Background: an optimization exercise with open tools, aiming at a short achievable clock period and few clock cycles. Do not read the settings as production practice. At most, simulation tests tie the RTL to the original design; equivalence was not proved. No activity file was given, so power comes from the tool's default toggle rates.

==> inputs of build 2 <==
==> flow/design.v (excerpt) <==
module rvPipeCore (
	input  logic        iCLK,
	input  logic        iRST,
	output logic [31:0] iAddr,
	input  logic [31:0] iData,
	output logic        dRead,
	output logic        dWrite,
	output logic [31:0] dAddr,
	output logic [31:0] dWdata,
	input  logic [31:0] dRdata
);
==> flow/config.mk <==
export PLATFORM = sky130hd
export DESIGN_NAME = rvPipeCore
export DESIGN_NICKNAME = rvPipeCore
export VERILOG_FILES = /design/flow/design.v
export SDC_FILE = /design/flow/constraint.sdc
export NUM_CORES = 4
export LEC_CHECK = 0
export ABC_CLOCK_PERIOD_IN_PS = 3000
export CAP_MARGIN = 20
export CORE_MARGIN = 2
export CORE_UTILIZATION = 40
export PLACE_DENSITY = 0.6
export SLEW_MARGIN = 20
==> flow/constraint.sdc <==
create_clock -name core_clock -period 11.0 [get_ports {iCLK}]
set_input_delay 2.2000 -clock core_clock [delete_from_list [all_inputs] [get_ports {iCLK}]]
set_output_delay 2.2000 -clock core_clock [all_outputs]
set_load 0.01 [all_outputs]
standard.sh (not shown) runs the stock make flow with config.mk's settings and CLKGATE_MAP_FILE= SYNTH_SCRIPT=/design/flow/synth_recipe.tcl, a recipe that flattens the netlist after the stock synthesis.
==> flow/flow/run.sh <==
#!/bin/bash
# Standard layout, with repair_timing aiming below the clock period: the
# setup margin makes the resizer keep improving paths past zero slack.
set -euo pipefail
MARGIN=$(cat flow/margin.txt)
bash standard.sh SETUP_SLACK_MARGIN=$MARGIN finish > flow_make.log 2>&1
==> flow/flow/margin.txt <==
7.5
==> trial 65 (differences from build 2) <==
--- a/flow/design.v
+++ b/flow/design.v
@@ -20,48 +20,38 @@
 	localparam instr_t nopInstr = 32'h0000_0013;    
 	localparam word_t  resetPc  = 32'h0000_0000;
 endpackage
 `timescale 1ns/1ps
 module regFile (
 	input  logic        iCLK,
 	input  logic        iRST,
-	input  logic [31:0] sel1,            
-	input  logic [31:0] sel2,
+	input  logic [4:0]  rs1,
+	input  logic [4:0]  rs2,
 	input  logic [4:0]  rd,
 	input  logic [31:0] wdata,
 	input  logic        we,              
 	output logic [31:0] rdata1,
-	output logic [31:0] rdata2,
-	output logic [31:0] validNext        
+	output logic [31:0] rdata2
 );
-	logic [31:0] regs [1:31];
-	logic [31:1] valid;
+	logic [31:0] regs [0:31];
+	logic [31:0] valid;
 	always_ff @(posedge iCLK or posedge iRST)
 	begin
 		if (iRST)
 			valid <= '0;
 		else if (we)
 			valid[rd] <= 1'b1;
 	end
 	always_ff @(posedge iCLK)
 	begin
 		if (we)
 			regs[rd] <= wdata;
 	end
-	assign validNext = {valid, 1'b0} | (we ? 32'd1 << rd : 32'd0);
-	always_comb
-	begin
-		rdata1 = 32'd0;
-		rdata2 = 32'd0;
-		for (int i = 1; i < 32; i++)
-		begin
-			rdata1 = rdata1 | (regs[i] & {32{sel1[i]}});
-			rdata2 = rdata2 | (regs[i] & {32{sel2[i]}});
-		end
-	end
+	assign rdata1 = valid[rs1] ? regs[rs1] : 32'd0;
+	assign rdata2 = valid[rs2] ? regs[rs2] : 32'd0;
 endmodule
 `timescale 1ns/1ps
 module rvPipeCore (
 	input  logic        iCLK,
 	input  logic        iRST,
 	output logic [31:0] iAddr,
 	input  logic [31:0] iData,
@@ -97,17 +87,14 @@
 	logic [4:0]  exRd;
 	logic [31:0] exP, exG, exCA, exCB, exSh, exSd, exAlt, exPc, exTgt;
 	logic        exCin, exA31, exB31;
 	logic [4:0]  exSll, exSrl;
 	logic [7:0]  exOp;
 	logic        memWe, memLd, memSt, memLdWe;
 	logic [4:0]  memRd;
-	logic        wbWe;                            
-	logic [4:0]  wbRd;
-	logic [31:0] wbRes;
 	logic [31:0] memRes, memSd;
 	logic [31:0] iAddrQ, dAddrQ;
 	logic [nBtb-1:0] hitVec;
 	logic            hit;
 	logic [1:0]      hitIdx;
 	logic [31:0]     hitTgt;
 	always_comb
@@ -132,16 +119,14 @@
 	logic        useRs1, useRs2, writes;
 	logic [31:0] immI, immS, immB, immJ;
 	logic [31:0] rdata1, rdata2, memVal, aluOut;
 	logic [31:0] fwd1, fwd2, opB;
 	logic [31:0] idTarget, idPc4;
 	logic        predTaken, staticTaken, hitWrong;
 	logic        stall, idRedirect;
-	logic        idFwdEx1, idFwdEx2, idFwdMem1, idFwdMem2, idFwdWb1, idFwdWb2;
-	logic [31:0] idSel1, idSel2, idRaw1, idRaw2, validNext;
 	logic [7:0]  aluSel;
 	logic        exMispredict;
 	assign opcode = idInstr[6:0];
 	assign funct3 = idInstr[14:12];
 	assign rd     = idInstr[11:7];
 	assign rs1    = idInstr[19:15];
 	assign rs2    = idInstr[24:20];
@@ -165,94 +150,38 @@
 		idInstr[30:21], 1'b0};
 	assign idTarget = idPc + idImm;
 	assign idPc4    = idPc + 32'd4;
 	assign staticTaken = (isJal && !jal4) || (isBr && (idInstr[31] || (rs1 == rs2 && !funct3[0])));
 	assign hitWrong    = idValid && idHit && !(isJal && !jal4) && !isBr;
 	assign predTaken   = idHit ? !hitWrong : staticTaken;
 	assign memVal = memLdWe ? dRdata : memRes;
-	regFile uRegs (.iCLK, .iRST, .sel1(idSel1), .sel2(idSel2), .rd(wbRd), .wdata(wbRes),
-		.we(wbWe), .rdata1, .rdata2, .validNext);
+	regFile uRegs (.iCLK, .iRST, .rs1, .rs2, .rd(memRd), .wdata(memVal), .we(memWe),
+		.rdata1, .rdata2);
 	always_comb
 	begin
-		if (idFwdEx1)
+		if (exWe && exRd == rs1)
 			fwd1 = aluOut;
-		else if (idFwdMem1)
+		else if (memWe && memRd == rs1)
 			fwd1 = memVal;
-		else if (idFwdWb1)
-			fwd1 = wbRes;
 		else
 			fwd1 = rdata1;
-		if (idFwdEx2)
+		if (exWe && exRd == rs2)
 			fwd2 = aluOut;
-		else if (idFwdMem2)
+		else if (memWe && memRd == rs2)
 			fwd2 = memVal;
-		else if (idFwdWb2)
-			fwd2 = wbRes;
 		else
 			fwd2 = rdata2;
 	end
 	assign opB = (isI || isLd) ? immI : (isSt ? immS : (isJal ? 32'd4 : fwd2));
 	logic [31:0] aIn, bInv;
 	logic        subIn;
 	assign aIn   = isJal ? idPc : fwd1;
 	assign subIn = aluSel[selSub] || aluSel[selSlt];
 	assign bInv  = opB ^ {32{subIn}};
-	logic [6:0]  fOp;
-	logic [4:0]  fRs1, fRs2;
-	logic        fBr, fUse1, fUse2, fIdValid;
-	assign fOp   = iData[6:0];
-	assign fRs1  = iData[19:15];
-	assign fRs2  = iData[24:20];
-	assign fBr   = fOp == opBranch && {iData[31], iData[7], iData[30:25], iData[11:8]} != 12'd2;
-	assign fUse1 = (fOp == opR || fOp == opI || fOp == opLoad || fOp == opStore || fBr) &&
-		fRs1 != 5'd0;
-	assign fUse2 = (fOp == opR || fOp == opStore || fBr) && fRs2 != 5'd0;
-	assign fIdValid = !exMispredict && !idRedirect;
-	always_ff @(posedge iCLK or posedge iRST)
-	begin
-		if (iRST)
-		begin
-			stall     <= 1'b0;
-			idFwdEx1  <= 1'b0;
-			idFwdEx2  <= 1'b0;
-			idFwdMem1 <= 1'b0;
-			idFwdMem2 <= 1'b0;
-			idFwdWb1  <= 1'b0;
-			idFwdWb2  <= 1'b0;
-		end
-		else if (stall)
-		begin
-			stall     <= 1'b0;                
-			idFwdEx1  <= 1'b0;
-			idFwdEx2  <= 1'b0;
-			idFwdMem1 <= exWe && exRd == rs1;
-			idFwdMem2 <= exWe && exRd == rs2;
-			idFwdWb1  <= memWe && memRd == rs1;
-			idFwdWb2  <= memWe && memRd == rs2;
-		end
-		else
-		begin
-			stall     <= fIdValid && isLd && writes &&
-				((fUse1 && fRs1 == rd) || (fUse2 && fRs2 == rd));
-			idFwdEx1  <= writes && !exMispredict && rd == fRs1;
-			idFwdEx2  <= writes && !exMispredict && rd == fRs2;
-			idFwdMem1 <= exWe && exRd == fRs1;
-			idFwdMem2 <= exWe && exRd == fRs2;
-			idFwdWb1  <= memWe && memRd == fRs1;
-			idFwdWb2  <= memWe && memRd == fRs2;
-		end
-	end
-	function automatic logic [31:0] oneHot(logic [4:0] r);
-		oneHot = 32'd1 << r;
-	endfunction
-	always_ff @(posedge iCLK)
-	begin
-		idSel1 <= (stall ? idRaw1 : oneHot(iData[19:15])) & validNext;
-		idSel2 <= (stall ? idRaw2 : oneHot(iData[24:20])) & validNext;
-	end
+	assign stall = exLd && ((useRs1 && rs1 == exRd) || (useRs2 && rs2 == exRd));
 	assign idRedirect = ((staticTaken && !idHit) || hitWrong) && !stall;
 	always_comb
 	begin
 		aluSel = 8'd0;
 		if (isR || isI)
 		begin
 			case (funct3)
@@ -332,16 +261,14 @@
 	always_ff @(posedge iCLK)
 		iAddrQ <= iRST ? 32'd0 : pcD;
 	always_ff @(posedge iCLK)
 	begin
 		if (!stall)
 		begin
 			idInstr  <= iData;
-			idRaw1   <= oneHot(iData[19:15]);
-			idRaw2   <= oneHot(iData[24:20]);
 			idImm    <= iData[3] ? {{11{iData[31]}}, iData[31], iData[19:12], iData[20],
 				iData[30:21], 1'b0} : {{19{iData[31]}}, iData[31], iData[7], iData[30:25],
 				iData[11:8], 1'b0};
 			idPc     <= pc;
 			idHit    <= hit;
 			idHitIdx <= hitIdx;
 		end
@@ -442,24 +369,12 @@
 	always_ff @(posedge iCLK)
 	begin
 		memRd  <= exRd;
 		memRes <= aluOut;
 		memSd  <= exSd;
 		dAddrQ <= (exLd || exSt) ? aluOut : 32'd0;    
 	end
-	always_ff @(posedge iCLK or posedge iRST)
-	begin
-		if (iRST)
-			wbWe <= 1'b0;
-		else
-			wbWe <= memWe;
-	end
-	always_ff @(posedge iCLK)
-	begin
-		wbRd  <= memRd;
-		wbRes <= memVal;
-	end
 	assign dRead  = memLd;
 	assign dWrite = memSt;
 	assign dAddr  = dAddrQ;
 	assign dWdata = memSd;
 endmodule
==> flow/flow/margin.txt (replaced) <==
7.4
- CORE_UTILIZATION: 40 -> 45
- PLACE_DENSITY: 0.6 -> 0.65
==> comparison table <==
| quantity | trial 65 | build 2 |
|---|---|---|
| Net count after synthesis | 5800 | 6663 |
| WHS | 0.3181 ns | 0.3159 ns |
| Share of the final layout cell area in sequential cells | 0.5208 | 0.5513 |
| Average wire per cell in the routed design | 34.60 um | 39.11 um |
| Switching Power | 5.387 mW | 5.184 mW |
| Max_slew headroom | 0.2610 | 0.1902 |
| Worst setup timing slack at the placement stage | 6.003 ns | 6.127 ns |
| Share of final layout cell area taken by clock buffers and inverters | 0.06573 | 0.06880 |
| Reported clock group power | 6.96 mW | 7.29 mW |
| M1 WL | 106.5 mm | 134.7 mm |
| Count of flip-flops with a built-in enable after synthesis | 1352 | 1320 |
| Buffers & Inverters on Critical Path | 2 | 1 |
| Post-route fraction of the period consumed by the critical path | 0.3293 | 0.3373 |
| Transition time at the pin with the least slew margin | 1.108 ns | 1.215 ns |
| Arrival time of the worst setup path | 4.39 ns | 1.51 ns |
| Horiz. Die Dim | 445.8 um | 466.6 um |
| Post-synthesis share of cell area spent on full adders, half adders and majority gates | 0.01105 | 0.01266 |
| Final setup skew | 0.07157 ns | 0.07347 ns |
| Run status | complete, no violations | complete, no violations |
Testbench counts of build 2, summed over its fixed seeds: cycles 60,048.
Testbench counts of trial 65, summed over its fixed seeds: cycles 60,048.

========
==> 03-20: inputs <==
rvPipeCore, a different RTL version from the one above (not shown whole).
Settings: LEC_CHECK=0, ABC_CLOCK_PERIOD_IN_PS=3000, CAP_MARGIN=20, CORE_MARGIN=2, CORE_UTILIZATION=45, PLACE_DENSITY=0.65, SLEW_MARGIN=20; clock period 11.0 ns.
==> flow/flow/margin.txt <==
7.5
Scripts as last shown in full above: flow/flow/run.sh
==> 10-14 (differences from 03-20) <==
==> flow/design.v (replaced) <==
`timescale 1ns/1ps
package rvPipePkg;
	localparam int xlen = 32;                  
	typedef logic [xlen-1:0] word_t;           
	typedef logic [4:0]      regAddr_t;        
	typedef logic [31:0]     instr_t;          
	typedef enum logic [3:0] {
		aluAdd, aluSub, aluAnd, aluOr,
		aluXor, aluSlt, aluSll, aluSrl
	} aluOp_t;
	typedef enum logic [1:0] {fwdFromReg, fwdFromEx, fwdFromMem, fwdFromWb} fwdSel_t;
	typedef enum logic [1:0] {wbFromAlu, wbFromPc4, wbFromLoad} wbSel_t;
	typedef enum logic [1:0] {pcSeq, pcBranch, pcJal} pcSel_t;
	localparam logic [6:0] opR      = 7'b0110011;
	localparam logic [6:0] opI      = 7'b0010011;
	localparam logic [6:0] opLoad   = 7'b0000011;
	localparam logic [6:0] opStore  = 7'b0100011;
	localparam logic [6:0] opBranch = 7'b1100011;
	localparam logic [6:0] opJal    = 7'b1101111;
	localparam instr_t nopInstr = 32'h0000_0013;    
	localparam word_t  resetPc  = 32'h0000_0000;
endpackage
`timescale 1ns/1ps
module regFile (
	input  logic        iCLK,
	input  logic        iRST,
	input  logic [4:0]  rs1,
	input  logic [4:0]  rs2,
	input  logic [4:0]  rd,
	input  logic [31:0] wdata,
	input  logic        we,              
	output logic [31:0] rdata1,
	output logic [31:0] rdata2
);
	logic [31:0] regs [0:31];
	logic [31:0] valid;
	always_ff @(posedge iCLK or posedge iRST)
	begin
		if (iRST)
			valid <= '0;
		else if (we)
			valid[rd] <= 1'b1;
	end
	always_ff @(posedge iCLK)
	begin
		if (we)
			regs[rd] <= wdata;
	end
	assign rdata1 = valid[rs1] ? regs[rs1] : 32'd0;
	assign rdata2 = valid[rs2] ? regs[rs2] : 32'd0;
endmodule
`timescale 1ns/1ps
module rvPipeCore (
	input  logic        iCLK,
	input  logic        iRST,
	output logic [31:0] iAddr,
	input  logic [31:0] iData,
	output logic        dRead,
	output logic        dWrite,
	output logic [31:0] dAddr,
	output logic [31:0] dWdata,
	input  logic [31:0] dRdata
);
	localparam logic [6:0] opR      = 7'b0110011;
	localparam logic [6:0] opI      = 7'b0010011;
	localparam logic [6:0] opLoad   = 7'b0000011;
	localparam logic [6:0] opStore  = 7'b0100011;
	localparam logic [6:0] opBranch = 7'b1100011;
	localparam logic [6:0] opJal    = 7'b1101111;
	localparam int nBtb = 4;
	localparam int selAdd = 0, selSub = 1, selAnd = 2, selOr = 3, selXor = 4,
		selSlt = 5, selSll = 6, selSrl = 7;
	logic [31:0] pc;
	logic [nBtb-1:0] btbValid;
	logic [31:2]     btbTag [0:nBtb-1];
	logic [31:0]     btbTgt [0:nBtb-1];
	logic [1:0]      btbNext;                     
	logic        updIns, updInv;                  
	logic [1:0]  updIdx;
	logic [31:2] updTag;
	logic [31:0] updTgt;
	logic        idValid, idHit;
	logic [1:0]  idHitIdx;
	logic [31:0] idInstr, idPc;
	logic        exWe, exLd, exSt, exBr, exJal, exPred, exBrInv, exHit;
	logic [1:0]  exHitIdx;
	logic [4:0]  exRd;
	logic [31:0] exA, exB, exCA, exCB, exSh, exSd, exAlt, exPc, exTgt;
	logic [4:0]  exSll, exSrl;
	logic [7:0]  exOp;
	logic        memWe, memLd, memSt;
	logic [4:0]  memRd;
	logic [31:0] memRes, memSd;
	logic [nBtb-1:0] hitVec;
	logic            hit;
	logic [1:0]      hitIdx;
	logic [31:0]     hitTgt;
	always_comb
	begin
		hitTgt = 32'd0;
		hitIdx = 2'd0;
		for (int i = 0; i < nBtb; i++)
		begin
			hitVec[i] = btbValid[i] && btbTag[i] == pc[31:2];
			if (hitVec[i])
			begin
				hitTgt = hitTgt | btbTgt[i];
				hitIdx = hitIdx | 2'(i);
			end
		end
		hit = |hitVec;
	end
	logic [6:0]  opcode;
	logic [2:0]  funct3;
	logic [4:0]  rs1, rs2, rd;
	logic        isR, isI, isLd, isSt, isBr, isJal, jal4, isShl, isShr;
	logic        useRs1, useRs2, writes;
	logic [31:0] immI, immS, immB, immJ;
	logic [31:0] rdata1, rdata2, memVal, aluOut;
	logic [31:0] fwd1, fwd2, opB;
	logic [31:0] idTarget, idPc4, idRedirPc;
	logic        predTaken, staticTaken, hitWrong;
	logic        stall, idRedirect;
	logic [7:0]  aluSel;
	logic        exMispredict;
	assign opcode = idInstr[6:0];
	assign funct3 = idInstr[14:12];
	assign rd     = idInstr[11:7];
	assign rs1    = idInstr[19:15];
	assign rs2    = idInstr[24:20];
	assign isR   = idValid && opcode == opR;
	assign isI   = idValid && opcode == opI;
	assign isLd  = idValid && opcode == opLoad;
	assign isSt  = idValid && opcode == opStore;
	assign isBr  = idValid && opcode == opBranch && immB != 32'd4;
	assign isJal = idValid && opcode == opJal;
	assign jal4  = immJ == 32'd4;              
	assign isShl = (isR || isI) && funct3 == 3'b001;
	assign isShr = (isR || isI) && funct3 == 3'b101;
	assign useRs1 = (isR || isI || isLd || isSt || isBr) && rs1 != 5'd0;
	assign useRs2 = (isR || isSt || isBr) && rs2 != 5'd0;
	assign writes = (isR || isI || isLd || isJal) && rd != 5'd0;
	assign immI = {{20{idInstr[31]}}, idInstr[31:20]};
	assign immS = {{20{idInstr[31]}}, idInstr[31:25], idInstr[11:7]};
	assign immB = {{19{idInstr[31]}}, idInstr[31], idInstr[7], idInstr[30:25],
		idInstr[11:8], 1'b0};
	assign immJ = {{11{idInstr[31]}}, idInstr[31], idInstr[19:12], idInstr[20],
		idInstr[30:21], 1'b0};
	assign idTarget = idPc + (isJal ? immJ : immB);
	assign idPc4    = idPc + 32'd4;
	assign staticTaken = (isJal && !jal4) || (isBr && (idInstr[31] || (rs1 == rs2 && !funct3[0])));
	assign hitWrong    = idValid && idHit && !(isJal && !jal4) && !isBr;
	assign predTaken   = idHit ? !hitWrong : staticTaken;
	assign idRedirPc   = idHit ? idPc4 : idTarget;
	assign memVal = memLd ? dRdata : memRes;
	regFile uRegs (.iCLK, .iRST, .rs1, .rs2, .rd(memRd), .wdata(memVal), .we(memWe),
		.rdata1, .rdata2);
	always_comb
	begin
		if (exWe && exRd == rs1)
			fwd1 = aluOut;
		else if (memWe && memRd == rs1)
			fwd1 = memVal;
		else
			fwd1 = rdata1;
		if (exWe && exRd == rs2)
			fwd2 = aluOut;
		else if (memWe && memRd == rs2)
			fwd2 = memVal;
		else
			fwd2 = rdata2;
	end
	assign opB = (isI || isLd) ? immI : (isSt ? immS : (isJal ? 32'd4 : fwd2));
	assign stall = exLd && ((useRs1 && rs1 == exRd) || (useRs2 && rs2 == exRd));
	assign idRedirect = ((staticTaken && !idHit) || hitWrong) && !stall;
	always_comb
	begin
		aluSel = 8'd0;
		if (isR || isI)
		begin
			case (funct3)
				3'b000:  aluSel[(isR && idInstr[30]) ? selSub : selAdd] = 1'b1;
				3'b001:  aluSel[selSll] = 1'b1;
				3'b010:  aluSel[selSlt] = 1'b1;
				3'b011:  aluSel[selAdd] = 1'b1;
				3'b100:  aluSel[selXor] = 1'b1;
				3'b101:  aluSel[selSrl] = 1'b1;
				3'b110:  aluSel[selOr]  = 1'b1;
				default: aluSel[selAnd] = 1'b1;
			endcase
		end
		else
			aluSel[selAdd] = 1'b1;         
	end
	logic [31:0] sum, diff;
	logic        brTaken;
	assign sum  = exA + exB;
	assign diff = exA - exB;
	always_comb
	begin
		aluOut = 32'd0;
		if (exOp[selAdd]) aluOut = aluOut | sum;
		if (exOp[selSub]) aluOut = aluOut | diff;
		if (exOp[selAnd]) aluOut = aluOut | (exA & exB);
		if (exOp[selOr])  aluOut = aluOut | (exA | exB);
		if (exOp[selXor]) aluOut = aluOut | (exA ^ exB);
		if (exOp[selSlt]) aluOut = aluOut | {31'd0, (exA[31] ^ exB[31]) ? exA[31] : diff[31]};
		if (exOp[selSll]) aluOut = aluOut | (exSh << exSll);
		if (exOp[selSrl]) aluOut = aluOut | (exSh >> exSrl);
	end
	assign brTaken      = (exCA == exCB) ^ exBrInv;
	assign exMispredict = exBr && (brTaken != exPred);
	always_ff @(posedge iCLK or posedge iRST)
	begin
		if (iRST)
		begin
			pc      <= 32'd0;
			idValid <= 1'b0;
		end
		else
		begin
			if (exMispredict)
			begin
				pc      <= exAlt;
				idValid <= 1'b0;
			end
			else if (!stall)
			begin
				pc      <= idRedirect ? idRedirPc : (hit ? hitTgt : pc + 32'd4);
				idValid <= !idRedirect;
			end
		end
	end
	always_ff @(posedge iCLK)
	begin
		if (!stall)
		begin
			idInstr  <= iData;
			idPc     <= pc;
			idHit    <= hit;
			idHitIdx <= hitIdx;
		end
	end
	assign iAddr = pc;
	always_ff @(posedge iCLK or posedge iRST)
	begin
		if (iRST)
		begin
			btbValid <= '0;
			btbNext  <= 2'd0;
			updIns   <= 1'b0;
			updInv   <= 1'b0;
		end
		else
		begin
			updIns <= (exJal || (exBr && brTaken)) && !exHit;
			updInv <= exBr && exHit && !brTaken;
			if (updIns)
			begin
				btbValid[btbNext] <= 1'b1;
				btbNext           <= btbNext + 2'd1;
			end
			if (updInv)
				btbValid[updIdx] <= 1'b0;
		end
	end
	always_ff @(posedge iCLK)
	begin
		updIdx <= exHitIdx;
		updTag <= exPc[31:2];
		updTgt <= exTgt;
		if (updIns)
		begin
			btbTag[btbNext] <= updTag;
			btbTgt[btbNext] <= updTgt;
		end
	end
	always_ff @(posedge iCLK or posedge iRST)
	begin
		if (iRST)
		begin
			exWe  <= 1'b0;
			exLd  <= 1'b0;
			exSt  <= 1'b0;
			exBr  <= 1'b0;
			exJal <= 1'b0;
		end
		else
		begin
			exWe  <= writes && !stall && !exMispredict;
			exLd  <= isLd && !stall && !exMispredict;
			exSt  <= isSt && !stall && !exMispredict;
			exBr  <= isBr && !stall && !exMispredict;
			exJal <= isJal && !jal4 && !stall && !exMispredict;
		end
	end
	always_ff @(posedge iCLK)
	begin
		exRd     <= rd;
		exOp     <= aluSel;
		exPred   <= predTaken;
		exHit    <= idHit;
		exHitIdx <= idHitIdx;
		exBrInv  <= funct3[0];
		exAlt    <= predTaken ? idPc4 : idTarget;
		exPc     <= idPc;
		exTgt    <= idTarget;
		exA      <= isJal ? idPc : fwd1;
		exB      <= opB;
		exCA     <= isBr ? fwd1 : 32'd0;
		exCB     <= isBr ? fwd2 : 32'd0;
		exSh     <= (isShl || isShr) ? fwd1 : 32'd0;
		exSll    <= isShl ? opB[4:0] : 5'd0;
		exSrl    <= isShr ? opB[4:0] : 5'd0;
		exSd     <= fwd2;
	end
	always_ff @(posedge iCLK or posedge iRST)
	begin
		if (iRST)
		begin
			memWe <= 1'b0;
			memLd <= 1'b0;
			memSt <= 1'b0;
		end
		else
		begin
			memWe <= exWe;
			memLd <= exLd;
			memSt <= exSt;
		end
	end
	always_ff @(posedge iCLK)
	begin
		memRd  <= exRd;
		memRes <= aluOut;
		memSd  <= exSd;
	end
	assign dRead  = memLd;
	assign dWrite = memSt;
	assign dAddr  = memRes;
	assign dWdata = memSd;
endmodule
==> flow/flow/margin.txt (replaced) <==
7
CORE_UTILIZATION = 40   (was 45)
PLACE_DENSITY = 0.6   (was 0.65)
==> 01-16 (differences from 03-20) <==
--- a/flow/design.v
+++ b/flow/design.v
@@ -19,48 +19,40 @@
 	localparam logic [6:0] opJal    = 7'b1101111;
 	localparam instr_t nopInstr = 32'h0000_0013;    
 	localparam word_t  resetPc  = 32'h0000_0000;
 endpackage
 `timescale 1ns/1ps
 module regFile (
 	input  logic        iCLK,
 	input  logic        iRST,
-	input  logic [31:0] sel1,            
-	input  logic [31:0] sel2,
+	input  logic [4:0]  rs1,
+	input  logic [4:0]  rs2,
 	input  logic [4:0]  rd,
 	input  logic [31:0] wdata,
 	input  logic        we,              
 	output logic [31:0] rdata1,
 	output logic [31:0] rdata2
 );
-	logic [31:0] regs [1:31];
-	logic [31:1] valid;
+	logic [31:0] regs [0:31];
+	logic [31:0] valid;
 	always_ff @(posedge iCLK or posedge iRST)
 	begin
 		if (iRST)
 			valid <= '0;
 		else if (we)
 			valid[rd] <= 1'b1;
 	end
 	always_ff @(posedge iCLK)
 	begin
 		if (we)
 			regs[rd] <= wdata;
 	end
-	always_comb
-	begin
-		rdata1 = 32'd0;
-		rdata2 = 32'd0;
-		for (int i = 1; i < 32; i++)
-		begin
-			rdata1 = rdata1 | (regs[i] & {32{sel1[i] && valid[i]}});
-			rdata2 = rdata2 | (regs[i] & {32{sel2[i] && valid[i]}});
-		end
-	end
+	assign rdata1 = valid[rs1] ? regs[rs1] : 32'd0;
+	assign rdata2 = valid[rs2] ? regs[rs2] : 32'd0;
 endmodule
 `timescale 1ns/1ps
 module rvPipeCore (
 	input  logic        iCLK,
 	input  logic        iRST,
 	output logic [31:0] iAddr,
 	input  logic [31:0] iData,
 	output logic        dRead,
@@ -126,18 +118,16 @@
 	logic        isR, isI, isLd, isSt, isBr, isJal, jal4, isShl, isShr;
 	logic        useRs1, useRs2, writes;
 	logic [31:0] immI, immS, immB, immJ;
 	logic [31:0] rdata1, rdata2, memVal, aluOut;
 	logic [31:0] fwd1, fwd2, opB;
 	logic [31:0] idTarget, idPc4;
 	logic        predTaken, staticTaken, hitWrong;
 	logic        stall, idRedirect;
-	logic        idFwdEx1, idFwdEx2, idFwdMem1, idFwdMem2;
-	logic [31:0] idSel1, idSel2;
 	logic [7:0]  aluSel;
 	logic        exMispredict;
 	assign opcode = idInstr[6:0];
 	assign funct3 = idInstr[14:12];
 	assign rd     = idInstr[11:7];
 	assign rs1    = idInstr[19:15];
 	assign rs2    = idInstr[24:20];
 	assign isR   = idValid && opcode == opR;
@@ -159,81 +149,40 @@
 	assign immJ = {{11{idInstr[31]}}, idInstr[31], idInstr[19:12], idInstr[20],
 		idInstr[30:21], 1'b0};
 	assign idTarget = idPc + idImm;
 	assign idPc4    = idPc + 32'd4;
 	assign staticTaken = (isJal && !jal4) || (isBr && (idInstr[31] || (rs1 == rs2 && !funct3[0])));
 	assign hitWrong    = idValid && idHit && !(isJal && !jal4) && !isBr;
 	assign predTaken   = idHit ? !hitWrong : staticTaken;
 	assign memVal = memLdWe ? dRdata : memRes;
-	regFile uRegs (.iCLK, .iRST, .sel1(idSel1), .sel2(idSel2), .rd(memRd), .wdata(memVal),
-		.we(memWe), .rdata1, .rdata2);
+	regFile uRegs (.iCLK, .iRST, .rs1, .rs2, .rd(memRd), .wdata(memVal), .we(memWe),
+		.rdata1, .rdata2);
 	always_comb
 	begin
-		if (idFwdEx1)
+		if (exWe && exRd == rs1)
 			fwd1 = aluOut;
-		else if (idFwdMem1)
+		else if (memWe && memRd == rs1)
 			fwd1 = memVal;
 		else
 			fwd1 = rdata1;
-		if (idFwdEx2)
+		if (exWe && exRd == rs2)
 			fwd2 = aluOut;
-		else if (idFwdMem2)
+		else if (memWe && memRd == rs2)
 			fwd2 = memVal;
 		else
 			fwd2 = rdata2;
 	end
 	assign opB = (isI || isLd) ? immI : (isSt ? immS : (isJal ? 32'd4 : fwd2));
 	logic [31:0] aIn, bInv;
 	logic        subIn;
 	assign aIn   = isJal ? idPc : fwd1;
 	assign subIn = aluSel[selSub] || aluSel[selSlt];
 	assign bInv  = opB ^ {32{subIn}};
-	logic [6:0]  fOp;
-	logic [4:0]  fRs1, fRs2;
-	logic        fBr, fUse1, fUse2, fIdValid;
-	assign fOp   = iData[6:0];
-	assign fRs1  = iData[19:15];
-	assign fRs2  = iData[24:20];
-	assign fBr   = fOp == opBranch && {iData[31], iData[7], iData[30:25], iData[11:8]} != 12'd2;
-	assign fUse1 = (fOp == opR || fOp == opI || fOp == opLoad || fOp == opStore || fBr) &&
-		fRs1 != 5'd0;
-	assign fUse2 = (fOp == opR || fOp == opStore || fBr) && fRs2 != 5'd0;
-	assign fIdValid = !exMispredict && !idRedirect;
-	always_ff @(posedge iCLK or posedge iRST)
-	begin
-		if (iRST)
-		begin
-			stall     <= 1'b0;
-			idFwdEx1  <= 1'b0;
-			idFwdEx2  <= 1'b0;
-			idFwdMem1 <= 1'b0;
-			idFwdMem2 <= 1'b0;
-		end
-		else if (stall)
-		begin
-			stall     <= 1'b0;                
-			idFwdEx1  <= 1'b0;
-			idFwdEx2  <= 1'b0;
-			idFwdMem1 <= exWe && exRd == rs1;
-			idFwdMem2 <= exWe && exRd == rs2;
-		end
-		else
-		begin
-			stall     <= fIdValid && isLd && writes &&
-				((fUse1 && fRs1 == rd) || (fUse2 && fRs2 == rd));
-			idFwdEx1  <= writes && !exMispredict && rd == fRs1;
-			idFwdEx2  <= writes && !exMispredict && rd == fRs2;
-			idFwdMem1 <= exWe && exRd == fRs1;
-			idFwdMem2 <= exWe && exRd == fRs2;
-		end
-	end
-	function automatic logic [31:0] oneHot(logic [4:0] r);
-		oneHot = 32'd1 << r;
-	endfunction
+	assign stall = exLd && ((useRs1 && rs1 == exRd) || (useRs2 && rs2 == exRd));
 	assign idRedirect = ((staticTaken && !idHit) || hitWrong) && !stall;
 	always_comb
 	begin
 		aluSel = 8'd0;
 		if (isR || isI)
 		begin
 			case (funct3)
 				3'b000:  aluSel[(isR && idInstr[30]) ? selSub : selAdd] = 1'b1;
@@ -311,18 +260,16 @@
 	end
 	always_ff @(posedge iCLK)
 		iAddrQ <= iRST ? 32'd0 : pcD;
 	always_ff @(posedge iCLK)
 	begin
 		if (!stall)
 		begin
 			idInstr  <= iData;
-			idSel1   <= oneHot(iData[19:15]);
-			idSel2   <= oneHot(iData[24:20]);
 			idImm    <= iData[3] ? {{11{iData[31]}}, iData[31], iData[19:12], iData[20],
 				iData[30:21], 1'b0} : {{19{iData[31]}}, iData[31], iData[7], iData[30:25],
 				iData[11:8], 1'b0};
 			idPc     <= pc;
 			idHit    <= hit;
 			idHitIdx <= hitIdx;
 		end
 	end
==> flow/flow/margin.txt (replaced) <==
7.6
CORE_UTILIZATION = 55   (was 45)
PLACE_DENSITY = 0.7   (was 0.65)
==> 06-05 (differences from 03-20) <==
--- a/flow/design.v
+++ b/flow/design.v
@@ -94,16 +94,19 @@
 	logic [1:0]  exHitIdx;
 	logic [4:0]  exRd;
 	logic [31:0] exP, exG, exCA, exCB, exSh, exSd, exAlt, exPc, exTgt;
 	logic        exCin, exA31, exB31;
 	logic [4:0]  exSll, exSrl;
 	logic [7:0]  exOp;
 	logic        memWe, memLd, memSt, memLdWe;
 	logic [4:0]  memRd;
+	logic        wbWe;                            
+	logic [4:0]  wbRd;
+	logic [31:0] wbRes;
 	logic [31:0] memRes, memSd;
 	logic [31:0] iAddrQ, dAddrQ;
 	logic [nBtb-1:0] hitVec;
 	logic            hit;
 	logic [1:0]      hitIdx;
 	logic [31:0]     hitTgt;
 	always_comb
 	begin
@@ -126,17 +129,17 @@
 	logic        isR, isI, isLd, isSt, isBr, isJal, jal4, isShl, isShr;
 	logic        useRs1, useRs2, writes;
 	logic [31:0] immI, immS, immB, immJ;
 	logic [31:0] rdata1, rdata2, memVal, aluOut;
 	logic [31:0] fwd1, fwd2, opB;
 	logic [31:0] idTarget, idPc4;
 	logic        predTaken, staticTaken, hitWrong;
 	logic        stall, idRedirect;
-	logic        idFwdEx1, idFwdEx2, idFwdMem1, idFwdMem2;
+	logic        idFwdEx1, idFwdEx2, idFwdMem1, idFwdMem2, idFwdWb1, idFwdWb2;
 	logic [31:0] idSel1, idSel2;
 	logic [7:0]  aluSel;
 	logic        exMispredict;
 	assign opcode = idInstr[6:0];
 	assign funct3 = idInstr[14:12];
 	assign rd     = idInstr[11:7];
 	assign rs1    = idInstr[19:15];
 	assign rs2    = idInstr[24:20];
@@ -159,30 +162,34 @@
 	assign immJ = {{11{idInstr[31]}}, idInstr[31], idInstr[19:12], idInstr[20],
 		idInstr[30:21], 1'b0};
 	assign idTarget = idPc + idImm;
 	assign idPc4    = idPc + 32'd4;
 	assign staticTaken = (isJal && !jal4) || (isBr && (idInstr[31] || (rs1 == rs2 && !funct3[0])));
 	assign hitWrong    = idValid && idHit && !(isJal && !jal4) && !isBr;
 	assign predTaken   = idHit ? !hitWrong : staticTaken;
 	assign memVal = memLdWe ? dRdata : memRes;
-	regFile uRegs (.iCLK, .iRST, .sel1(idSel1), .sel2(idSel2), .rd(memRd), .wdata(memVal),
-		.we(memWe), .rdata1, .rdata2);
+	regFile uRegs (.iCLK, .iRST, .sel1(idSel1), .sel2(idSel2), .rd(wbRd), .wdata(wbRes),
+		.we(wbWe), .rdata1, .rdata2);
 	always_comb
 	begin
 		if (idFwdEx1)
 			fwd1 = aluOut;
 		else if (idFwdMem1)
 			fwd1 = memVal;
+		else if (idFwdWb1)
+			fwd1 = wbRes;
 		else
 			fwd1 = rdata1;
 		if (idFwdEx2)
 			fwd2 = aluOut;
 		else if (idFwdMem2)
 			fwd2 = memVal;
+		else if (idFwdWb2)
+			fwd2 = wbRes;
 		else
 			fwd2 = rdata2;
 	end
 	assign opB = (isI || isLd) ? immI : (isSt ? immS : (isJal ? 32'd4 : fwd2));
 	logic [31:0] aIn, bInv;
 	logic        subIn;
 	assign aIn   = isJal ? idPc : fwd1;
 	assign subIn = aluSel[selSub] || aluSel[selSlt];
@@ -202,33 +209,39 @@
 	begin
 		if (iRST)
 		begin
 			stall     <= 1'b0;
 			idFwdEx1  <= 1'b0;
 			idFwdEx2  <= 1'b0;
 			idFwdMem1 <= 1'b0;
 			idFwdMem2 <= 1'b0;
+			idFwdWb1  <= 1'b0;
+			idFwdWb2  <= 1'b0;
 		end
 		else if (stall)
 		begin
 			stall     <= 1'b0;                
 			idFwdEx1  <= 1'b0;
 			idFwdEx2  <= 1'b0;
 			idFwdMem1 <= exWe && exRd == rs1;
 			idFwdMem2 <= exWe && exRd == rs2;
+			idFwdWb1  <= memWe && memRd == rs1;
+			idFwdWb2  <= memWe && memRd == rs2;
 		end
 		else
 		begin
 			stall     <= fIdValid && isLd && writes &&
 				((fUse1 && fRs1 == rd) || (fUse2 && fRs2 == rd));
 			idFwdEx1  <= writes && !exMispredict && rd == fRs1;
 			idFwdEx2  <= writes && !exMispredict && rd == fRs2;
 			idFwdMem1 <= exWe && exRd == fRs1;
 			idFwdMem2 <= exWe && exRd == fRs2;
+			idFwdWb1  <= memWe && memRd == fRs1;
+			idFwdWb2  <= memWe && memRd == fRs2;
 		end
 	end
 	function automatic logic [31:0] oneHot(logic [4:0] r);
 		oneHot = 32'd1 << r;
 	endfunction
 	assign idRedirect = ((staticTaken && !idHit) || hitWrong) && !stall;
 	always_comb
 	begin
@@ -421,13 +434,25 @@
 	end
 	always_ff @(posedge iCLK)
 	begin
 		memRd  <= exRd;
 		memRes <= aluOut;
 		memSd  <= exSd;
 		dAddrQ <= (exLd || exSt) ? aluOut : 32'd0;    
 	end
+	always_ff @(posedge iCLK or posedge iRST)
+	begin
+		if (iRST)
+			wbWe <= 1'b0;
+		else
+			wbWe <= memWe;
+	end
+	always_ff @(posedge iCLK)
+	begin
+		wbRd  <= memRd;
+		wbRes <= memVal;
+	end
 	assign dRead  = memLd;
 	assign dWrite = memSt;
 	assign dAddr  = dAddrQ;
 	assign dWdata = memSd;
 endmodule
==> comparison table <==
                                                        01-16           06-05       10-14            03-20
Flip-flop and latch count                                1957            2021        1876             1981
Reported sequential group power                       9.30 mW         9.45 mW     8.77 mW          9.14 mW
Met2 routing resource usage after global routing        52.7%           53.1%       41.9%            56.7%
Post-cts gate resize count                                831             752         339              606
Share of total power in sequential cells                49.1%           50.1%       46.4%            49.2%
Met3 capacity usage during global routing               11.3%           15.6%       5.14%            15.8%
Number of clock buffers inserted by TritonCTS             194             199         197              197
Leakage                                               35.9 nW         35.2 nW     35.0 nW          34.3 nW
Start-to-end type of the worst setup path           in -> reg      reg -> out  reg -> reg       reg -> out
Outcome                              timing/DRC/antenna clean  timing/DRC/antenna clean  timing/DRC/antenna clean  timing/DRC/antenna clean
Final core utilization                                  65.0%           53.3%       46.8%            52.6%
DR pass1 iterations                                         9              14           6               13
Launch point of the worst reg-to-reg path         idInstr[21]  uRegs.valid[5]  idInstr[4]  uRegs.valid[15]
Testbench counts of 03-20, summed over its fixed seeds: cycles 60,048.
Testbench counts of 01-16, summed over its fixed seeds: cycles 60,048.
Testbench counts of 06-05, summed over its fixed seeds: cycles 60,048.
For 10-14, only the layout was checked, not whether the RTL still works.

[re-timing with driven ports]
Ports are ideal in the flow. The routed layouts listed here were re-timed in OpenROAD.
Step 1 (the two cells are an assumption about what drives the block):
set clk [get_ports {iCLK}]
set_driving_cell -lib_cell sky130_fd_sc_hd__clkbuf_16 $clk
set_driving_cell -lib_cell sky130_fd_sc_hd__buf_2 [delete_from_list [all_inputs] $clk]
Step 2 adds t to the input delays and takes it off the output delays; t is the mean of the earliest and latest rising clock arrival at the registers after step 1. Input paths then give back, and output paths get back, about the clock's delay inside the block.
a / b / c = ideal / step 1 / step 2; a / b = the first two.
run	t (ns)	slack for setup (ns)	worst data-port slew with drivers (ns)
build 2	0.963	7.290 / 7.208 / 6.547	0.09
trial 65	0.929	7.378 / 7.309 / 6.515	0.14
03-20	0.970	7.339 / 7.250 / 6.612	0.06
10-14	0.926	6.912 / 6.912 / 6.131	0.14
01-16	0.904	7.281 / 7.327 / 6.435	0.12
06-05	0.951	7.323 / 7.236 / 6.606	0.11
After both steps every run listed still meets setup and hold. The setup slack of trial 65, which loses most, moves by -0.069 ns with the drivers and by -0.863 ns with both steps.
